Background: an optimization exercise with open tools, aiming at small area and a short achievable clock period. Do not read the settings as production practice.
Function was checked by simulation only, so behaviour that the tests miss may differ from the original.
No activity file was given, so power comes from the tool's default toggle rates.

## old
## vid_top
module vid_top #(
    parameter int H_VISIBLE = 16,
    parameter int H_FRONT   = 2,
    parameter int H_SYNC    = 4,
    parameter int H_BACK    = 2,
    parameter int V_VISIBLE = 8,
    parameter int V_FRONT   = 1,
    parameter int V_SYNC    = 2,
    parameter int V_BACK    = 1
)(
    input  wire logic           clk,
    input  wire logic           reset_i,
    input  wire logic           bus_cs_n_i,
    input  wire logic           bus_rd_nwr_i,
    input  wire logic [3:0]     bus_reg_num_i,
    input  wire logic           bus_bytesel_i,
    input  wire logic [7:0]     bus_data_i,
    output logic      [7:0]     bus_data_o,
    output logic                bus_intr_o,
    output logic      [3:0]     red_o,
    output logic      [3:0]     green_o,
    output logic      [3:0]     blue_o,
    output logic                hsync_o,
    output logic                vsync_o,
    output logic                dv_de_o
);
export LEC_CHECK = 0
export CAP_MARGIN = 20
export CORE_MARGIN = 2
export CORE_UTILIZATION = 65
export SETUP_SLACK_MARGIN = 4.35
export SLEW_MARGIN = 20
create_clock -name core_clock -period 7.0 [get_ports {clk}]
standard.sh (not shown) runs the stock make flow with config.mk's settings and CLKGATE_MAP_FILE= SYNTH_SCRIPT=/design/flow/synth_recipe.tcl, a recipe that flattens the netlist after the stock synthesis.
==> flow/flow/run.sh <==
#!/bin/bash
# The standard layout (standard.sh) with three changes: the port buffers are
# buf_4 cells, the resizer may swap a cell for one of another footprint, and
# CTS clusters sinks into larger groups without dummy loads. Make's output
# goes to make.log here; each ORFS step keeps its own log under orfs/logs/.
set -euo pipefail
bash standard.sh \
    MATCH_CELL_FOOTPRINT=0 \
    "BUFFER_PORTS_ARGS=-buffer_cell sky130_fd_sc_hd__buf_4" \
    "CTS_ARGS=-sink_clustering_enable -repair_clock_nets -sink_clustering_size 30 -sink_clustering_max_diameter 50 -dont_use_dummy_load" \
    finish > make.log 2>&1
Setup changes, old to new
Settings: SETUP_SLACK_MARGIN: 4.35 -> 4.6.
diff --git a/flow/flow/run.sh b/flow/flow/run.sh
--- a/flow/flow/run.sh
+++ b/flow/flow/run.sh
@@ -10 +10 @@
-    "CTS_ARGS=-sink_clustering_enable -repair_clock_nets -sink_clustering_size 30 -sink_clustering_max_diameter 50 -dont_use_dummy_load" \
+    "CTS_ARGS=-sink_clustering_enable -repair_clock_nets -sink_clustering_size 30 -sink_clustering_max_diameter 60 -dont_use_dummy_load" \
## What came out
Taking old as the reference, in new areal power density over the cells shrank by 3.2%, die width held steady. Going from old to new, count of buffers added by post-CTS timing repair for setup increased by 420% relative to the old numbers; share of total power in the clock network decreased by 1.4 points relative to the old numbers. On part of the power in combinational logic, new and old are neck and neck. Lower relative area change from synthesis to final layout among new and old: old.

========
vid_top again, from the RTL that the note above started with.
Settings: LEC_CHECK=0, CAP_MARGIN=20, CORE_MARGIN=2, CORE_UTILIZATION=65, SETUP_SLACK_MARGIN=4.4, SLEW_MARGIN=20; clock period 7.0 ns.
==> flow/flow/run.sh <==
#!/bin/bash
# The standard layout (standard.sh) with three changes: the port buffers are
# buf_4 cells, the resizer may swap a cell for one of another footprint, and
# CTS clusters sinks into larger groups without dummy loads. Make's output
# goes to make.log here; each ORFS step keeps its own log under orfs/logs/.
set -euo pipefail
bash standard.sh \
    MATCH_CELL_FOOTPRINT=0 \
    "BUFFER_PORTS_ARGS=-buffer_cell sky130_fd_sc_hd__buf_4" \
    "CTS_ARGS=-sink_clustering_enable -repair_clock_nets -sink_clustering_size 34 -sink_clustering_max_diameter 45 -dont_use_dummy_load" \
    finish > make.log 2>&1
The starting point ran to the end with no violations.
Change:
--- a/flow/flow/run.sh
+++ b/flow/flow/run.sh
@@ -10 +10 @@
-    "CTS_ARGS=-sink_clustering_enable -repair_clock_nets -sink_clustering_size 34 -sink_clustering_max_diameter 45 -dont_use_dummy_load" \
+    "CTS_ARGS=-sink_clustering_enable -repair_clock_nets -sink_clustering_size 30 -sink_clustering_max_diameter 50 -dont_use_dummy_load -apply_ndr half" \
- SETUP_SLACK_MARGIN: 4.4 -> 4.5
The changed run produced a clean layout.
Synthesized area is unchanged.
Routed wire length barely changes.
Cell count came out lower by 0.54%.
Sequential power barely changes.
Clock-buffer cell count fell by 102.
Setup slack gains 0.054 ns.
Sequential share of layout area is higher by 0.90 points.
Utilization goes down by 0.88 points.
Global-route usage goes down by 0.23 points.

========
Setup of maple:
vid_top, a different RTL version from the one above (not shown whole).
Size: ~6700 cells after synthesis, roughly 0.11 sq mm of cells after synthesis.
==> flow/config.mk <==
export PLATFORM = sky130hd
export DESIGN_NAME = vid_top
export DESIGN_NICKNAME = vid_top
export VERILOG_FILES = /design/flow/design.v
export SDC_FILE = /design/flow/constraint.sdc
export NUM_CORES = 4
export LEC_CHECK = 0
export CAP_MARGIN = 20
export CORE_MARGIN = 2
export CORE_UTILIZATION = 40
export SETUP_SLACK_MARGIN = 4.0
export SLEW_MARGIN = 20
==> flow/constraint.sdc <==
create_clock -name core_clock -period 7.0 [get_ports {clk}]
set_input_delay 1.4000 -clock core_clock [delete_from_list [all_inputs] [get_ports {clk}]]
set_output_delay 1.4000 -clock core_clock [all_outputs]
set_load 0.01 [all_outputs]
run.sh (not shown) runs the stock make flow with config.mk's settings and CLKGATE_MAP_FILE= SYNTH_SCRIPT=/design/flow/synth_recipe.tcl, a recipe that flattens the netlist after the stock synthesis.
Stock flow here: none of the scripts above is used.
maple reached the final stage; the timing, design-rule and antenna checks on its layout passed.
### maple -> cedar
# maple
export LEC_CHECK = 0
export CAP_MARGIN = 20
export CORE_MARGIN = 2
export CORE_UTILIZATION = 40
export SETUP_SLACK_MARGIN = 4.0
export SLEW_MARGIN = 20
create_clock -name core_clock -period 7.0 [get_ports {clk}]
# cedar
export LEC_CHECK = 0
export CAP_MARGIN = 20
export CORE_MARGIN = 2
export CORE_UTILIZATION = 60
export CTS_CLUSTER_DIAMETER = 50
export CTS_CLUSTER_SIZE = 30
export SETUP_SLACK_MARGIN = 4.0
export SLEW_MARGIN = 20
create_clock -name core_clock -period 7.0 [get_ports {clk}]
[summary]
- Against maple, cedar comes in 0.58 points lower on ratio of final minimum period to clock period.
- Compared with maple, number of tap cells inserted in cedar decreased by more than a quarter.
- Final area, maple and cedar, lower one = cedar.
- Source-to-sink clock delay at the later pin of the worst-skew pair, maple and cedar: larger value in maple
- Capturing element of the worst setup path: bus_data_o[7] -> maple, bus_data_o[4] -> cedar
- cedar vs. maple: total number of placement rows shows a reduction of 36; maximum frequency grew by about 1.4%; total power now sits lower; met2 wirelength from detailed routing lost 2.8%.
- maple has a higher relative contribution of the clock network to total power than cedar.
- cedar had finished all stages when the layout checks came back failing, citing antenna violations.

========
RTL: one of the versions met above, not the one the previous note started from.
Size: roughly 7300 cells after synthesis, ~4600 flip-flops, about 41 I/O pins, about 110000 um2 of cells after synthesis.
Settings: LEC_CHECK=0, CAP_MARGIN=20, CORE_MARGIN=2, CORE_UTILIZATION=70, SETUP_SLACK_MARGIN=4.6, SLEW_MARGIN=20; clock period 7.0 ns.
standard.sh (not shown) runs the stock make flow with config.mk's settings and CLKGATE_MAP_FILE= SYNTH_SCRIPT=/design/flow/synth_recipe.tcl, a recipe that flattens the netlist after the stock synthesis.
==> flow/flow/run.sh <==
#!/bin/bash
# The standard layout (standard.sh) with three changes: the port buffers are
# buf_4 cells, the resizer may swap a cell for one of another footprint, and
# CTS clusters sinks into larger groups without dummy loads. Make's output
# goes to make.log here; each ORFS step keeps its own log under orfs/logs/.
set -euo pipefail
bash standard.sh \
    MATCH_CELL_FOOTPRINT=0 \
    "BUFFER_PORTS_ARGS=-buffer_cell sky130_fd_sc_hd__buf_4" \
    "CTS_ARGS=-sink_clustering_enable -repair_clock_nets -sink_clustering_size 30 -sink_clustering_max_diameter 50 -dont_use_dummy_load" \
    finish > make.log 2>&1
The first run completed without violations.
Change:
--- a/flow/flow/run.sh
+++ b/flow/flow/run.sh
@@ -10 +10 @@
-    "CTS_ARGS=-sink_clustering_enable -repair_clock_nets -sink_clustering_size 30 -sink_clustering_max_diameter 50 -dont_use_dummy_load" \
+    "CTS_ARGS=-sink_clustering_enable -repair_clock_nets -sink_clustering_size 20 -sink_clustering_max_diameter 40 -dont_use_dummy_load -root_buf sky130_fd_sc_hd__clkbuf_16 -buf_list {sky130_fd_sc_hd__clkbuf_8 sky130_fd_sc_hd__clkbuf_16} -sink_clustering_buffer sky130_fd_sc_hd__clkbuf_8" \
CORE_UTILIZATION = 65   (was 70)
SETUP_SLACK_MARGIN = 4.5   (was 4.6)
After rerunning: The new run finished with timing, DRC and antenna clean; clock power is higher by about 6%; via count is lower by 0.34%; cell area is higher by 0.33%; critical path depth is lower by 6; total power is higher by 2.0%; count of clock-buffer cells in the layout is higher by 198; worst setup slack got worse by 36 ps; clock skew is lower by 9.6 ps.
Change:
--- a/flow/flow/run.sh
+++ b/flow/flow/run.sh
@@ -10 +10 @@
-    "CTS_ARGS=-sink_clustering_enable -repair_clock_nets -sink_clustering_size 20 -sink_clustering_max_diameter 40 -dont_use_dummy_load -root_buf sky130_fd_sc_hd__clkbuf_16 -buf_list {sky130_fd_sc_hd__clkbuf_8 sky130_fd_sc_hd__clkbuf_16} -sink_clustering_buffer sky130_fd_sc_hd__clkbuf_8" \
+    "CTS_ARGS=-sink_clustering_enable -repair_clock_nets -sink_clustering_size 24 -sink_clustering_max_diameter 40 -dont_use_dummy_load" \
SETUP_SLACK_MARGIN = 4.6   (was 4.5)
What happened:
- The new run completed and failed the layout checks on antenna violations
- cell area increases by a few percent
- utilization increases by 2.6 points
- sequential cell count is unchanged
- routed wire length increases by a few percent

========
Starting RTL as in the previous note.
clock: 7.0 ns
lec_check: 0
cap_margin: 20
core_margin: 2
core_utilization: 65
setup_slack_margin: 4.5
slew_margin: 20
==> flow/flow/run.sh <==
#!/bin/bash
# The standard layout (standard.sh) with three changes: the port buffers are
# buf_4 cells, the resizer may swap a cell for one of another footprint, and
# CTS clusters sinks into larger groups without dummy loads. Make's output
# goes to make.log here; each ORFS step keeps its own log under orfs/logs/.
set -euo pipefail
bash standard.sh \
    MATCH_CELL_FOOTPRINT=0 \
    "BUFFER_PORTS_ARGS=-buffer_cell sky130_fd_sc_hd__buf_4" \
    "CTS_ARGS=-sink_clustering_enable -repair_clock_nets -sink_clustering_size 30 -sink_clustering_max_diameter 50 -dont_use_dummy_load" \
    finish > make.log 2>&1
Next try:
--- a/flow/flow/run.sh
+++ b/flow/flow/run.sh
@@ -8,4 +8,4 @@
     MATCH_CELL_FOOTPRINT=0 \
     "BUFFER_PORTS_ARGS=-buffer_cell sky130_fd_sc_hd__buf_4" \
-    "CTS_ARGS=-sink_clustering_enable -repair_clock_nets -sink_clustering_size 30 -sink_clustering_max_diameter 50 -dont_use_dummy_load" \
+    "CTS_ARGS=-sink_clustering_enable -repair_clock_nets -sink_clustering_size 30 -sink_clustering_max_diameter 60 -dont_use_dummy_load" \
     finish > make.log 2>&1
After rerunning: The new run completed without violations; wire length came out lower by 1.3%; setup slack gets better by 0.037 ns; register-to-register slack gets better by 0.05 ns; sequential share of layout area came out higher by 0.77 points; count of clock-buffer cells in the layout came out lower by 29; synthesized area stays the same; final cell count came out lower by 0.69%.
Next try:
--- a/flow/flow/run.sh
+++ b/flow/flow/run.sh
@@ -8,4 +8,4 @@
     MATCH_CELL_FOOTPRINT=0 \
     "BUFFER_PORTS_ARGS=-buffer_cell sky130_fd_sc_hd__buf_4" \
-    "CTS_ARGS=-sink_clustering_enable -repair_clock_nets -sink_clustering_size 30 -sink_clustering_max_diameter 60 -dont_use_dummy_load" \
+    "CTS_ARGS=-sink_clustering_enable -repair_clock_nets -sink_clustering_size 30 -sink_clustering_max_diameter 50 -dont_use_dummy_load" \
     finish > make.log 2>&1
Settings changed: TNS_END_PERCENT set to 10.
Outcome: Non-clock buffer count went down by 39; total power went up by a few percent; worst hold slack improves by 0.042 ns; combinational power goes down by a few percent; final area is lower slightly.
Next try:
Settings changed: CORE_UTILIZATION 65 to 60, SETUP_SLACK_MARGIN 4.5 to 4.3, TNS_END_PERCENT 10 to unset.
After rerunning: Wire length increases by 1.9%. Die area rises by 8.3%. Non-clock buffer count is lower by 49. Count of clock-buffer cells in the layout climbs by 52. Synthesized cell count does not change. Power grows by 4.2%.

========
vid_top, a different RTL version from the one above (not shown whole).
For scale: roughly 4,500 flip-flops, about 41 I/O pins, about 110,000 µm² of cells after synthesis.
export LEC_CHECK = 0
export CAP_MARGIN = 20
export CORE_MARGIN = 2
export CORE_UTILIZATION = 60
export SETUP_SLACK_MARGIN = 4.3
export SLEW_MARGIN = 20
create_clock -name core_clock -period 7.0 [get_ports {clk}]
==> flow/flow/run.sh <==
#!/bin/bash
# The standard layout (standard.sh) with three changes: the port buffers are
# buf_4 cells, the resizer may swap a cell for one of another footprint, and
# CTS clusters sinks into larger groups without dummy loads. Make's output
# goes to make.log here; each ORFS step keeps its own log under orfs/logs/.
set -euo pipefail
bash standard.sh \
    MATCH_CELL_FOOTPRINT=0 \
    "BUFFER_PORTS_ARGS=-buffer_cell sky130_fd_sc_hd__buf_4" \
    "CTS_ARGS=-sink_clustering_enable -repair_clock_nets -sink_clustering_size 30 -sink_clustering_max_diameter 50 -dont_use_dummy_load" \
    finish > make.log 2>&1
==> next run, changes <==
==> flow/run.sh (new file) <==
#!/bin/bash
# synth_recipe.tcl (not shown) runs the flow's synth.tcl, then flattens the netlist and writes it again
# the make line also repeats each setting of config.mk as NAME=value (left out here)
make -C /OpenROAD-flow-scripts/flow DESIGN_CONFIG=/design/flow/config.mk WORK_HOME=/design/flow/orfs CLKGATE_MAP_FILE= SYNTH_SCRIPT=/design/flow/synth_recipe.tcl finish
- CTS_CLUSTER_DIAMETER: default -> 50
- CTS_CLUSTER_SIZE: default -> 30
- SETUP_SLACK_MARGIN: 4.3 -> 4.0
removed: flow/flow/run.sh
removed: flow/standard.sh
=> Global-route usage falls by 0.37 points; final cell count rises by 1.4%; synthesized area stays the same.

========
willow:
Another version of the RTL of vid_top (not shown whole).
For scale: ~4500 flip-flops, ~41 I/O pins, roughly 0.12 sq mm of cells after synthesis.
Design vid_top, start of the top module:
module vid_top #(
    parameter int H_VISIBLE = 16,
    parameter int H_FRONT   = 2,
    parameter int H_SYNC    = 4,
    parameter int H_BACK    = 2,
    parameter int V_VISIBLE = 8,
    parameter int V_FRONT   = 1,
    parameter int V_SYNC    = 2,
    parameter int V_BACK    = 1
)(
    input  wire logic           clk,
    input  wire logic           reset_i,
    input  wire logic           bus_cs_n_i,
    input  wire logic           bus_rd_nwr_i,
    input  wire logic [3:0]     bus_reg_num_i,
    input  wire logic           bus_bytesel_i,
    input  wire logic [7:0]     bus_data_i,
    output logic      [7:0]     bus_data_o,
    output logic                bus_intr_o,
    output logic      [3:0]     red_o,
    output logic      [3:0]     green_o,
    output logic      [3:0]     blue_o,
    output logic                hsync_o,
    output logic                vsync_o,
    output logic                dv_de_o
);
make LEC_CHECK=0 CAP_MARGIN=20 CORE_MARGIN=2 CORE_UTILIZATION=60 CTS_BUF_LIST='sky130_fd_sc_hd__clkbuf_4 sky130_fd_sc_hd__clkbuf_8' CTS_CLUSTER_SIZE=30 SETUP_SLACK_MARGIN=4.0 SLEW_MARGIN=20 finish   # period 7.0 ns
run.sh (not shown) runs the stock make flow with config.mk's settings and CLKGATE_MAP_FILE= SYNTH_SCRIPT=/design/flow/synth_recipe.tcl, a recipe that flattens the netlist after the stock synthesis.
Stock flow here: none of the scripts above is used.
[inputs] fjord vs willow
Settings: removing CTS_BUF_LIST (formerly sky130_fd_sc_hd__clkbuf_4 sky130_fd_sc_hd__clkbuf_8); removing CTS_CLUSTER_SIZE (formerly 30); changing CORE_UTILIZATION from 60 to 40.
--- outcome ---
- willow → fjord: non-clock buffer count has increased, worst setup slack fell 0.17 ns, number of fill cells shows an increase of 11600, critical path depth went up 1, clock insertion delay at the later pin of the skew report shows a reduction of 0.15 ns.
- fjord ended with every stage complete and zero timing, DRC or antenna violations.
- After synthesis and placement, the instance count of fjord is above that of willow.
- There was hardly any difference in total met2 wirelength after detailed routing between willow and fjord.
- Compared with willow, fjord shows a lower sequential share of layout area.
- The final period demand of the worst path reported for fjord is greater than that of willow by 0.17 ns.
- fjord vs. willow: via count down 2.4%; number of nets in the layout down 3.2%.

static timing again, ports no longer ideal:
Ports are ideal in the flow. The routed layouts listed here were re-timed in OpenROAD.
Step 1 assumes that a clkbuf_16 drives the clock port and a buf_2 every other input.
Step 2 also shifts input and output timing later by t, the mid clock arrival at the registers, as if the neighbouring blocks saw the same clock.
Three values: ideal ports, drivers, drivers and shift; two values: the first two.
run | shift t [ns] | setup slack, ns | hold WS [ns] | clock arrival spread, ns | worst slew at a driven data input, ns
old | 0.935 | 4.250 / 4.159 / 3.531 | 0.277 / 0.277 / 0.277 | 0.095 / 0.095 | 0.05
new | 0.899 | 4.257 / 4.169 / 3.602 | 0.293 / 0.293 / 0.293 | 0.101 / 0.100 | 0.15
the first run of note 2 | 0.994 | 4.204 / 4.108 / 3.442 | 0.271 / 0.271 / 0.271 | 0.107 / 0.106 | 0.08
the second run of note 2 | 0.947 | 4.258 / 4.168 / 3.515 | 0.277 / 0.277 / 0.277 | 0.081 / 0.082 | 0.14
maple | 0.996 | 3.971 / 3.971 / 3.012 | 0.272 / 0.272 / 0.272 | 0.088 / 0.088 | 0.11
cedar | 0.950 | 4.011 / 4.011 / 3.103 | 0.306 / 0.306 / 0.306 | 0.054 / 0.054 | 0.12
the first run of note 4 | 0.911 | 4.250 / 4.182 / 3.439 | 0.290 / 0.290 / 0.290 | 0.114 / 0.114 | 0.14
the second run of note 4 | 0.974 | 4.214 / 4.129 / 3.543 | 0.260 / 0.260 / 0.260 | 0.105 / 0.105 | 0.14
the third run of note 4 | 1.009 | 4.207 / 4.113 / 3.526 | 0.260 / 0.260 / 0.260 | 0.129 / 0.130 | 0.14
the first run of note 5 | 0.947 | 4.258 / 4.168 / 3.515 | 0.277 / 0.277 / 0.277 | 0.081 / 0.082 | 0.14
the second run of note 5 | 0.912 | 4.295 / 4.204 / 3.560 | 0.237 / 0.237 / 0.237 | 0.118 / 0.117 | 0.14
the third run of note 5 | 0.941 | 4.138 / 4.138 / 3.431 | 0.279 / 0.279 / 0.279 | 0.100 / 0.100 | 0.15
the fourth run of note 5 | 0.984 | 4.221 / 4.137 / 3.434 | 0.276 / 0.276 / 0.276 | 0.100 / 0.100 | 0.05
the first run of note 6 | 0.936 | 4.004 / 4.004 / 3.540 | 0.246 / 0.246 / 0.246 | 0.090 / 0.090 | 0.04
the second run of note 6 | 0.962 | 3.880 / 3.880 / 3.295 | 0.306 / 0.306 / 0.306 | 0.058 / 0.059 | 0.08
willow | 1.119 | 3.710 / 3.710 / 3.001 | 0.303 / 0.303 / 0.303 | 0.060 / 0.061 | 0.04
fjord | 0.976 | 3.542 / 3.542 / 3.160 | 0.257 / 0.257 / 0.257 | 0.080 / 0.080 | 0.04
The setup slack of maple, which loses most, moves by 0.000 ns with the drivers and by -0.959 ns with both steps.
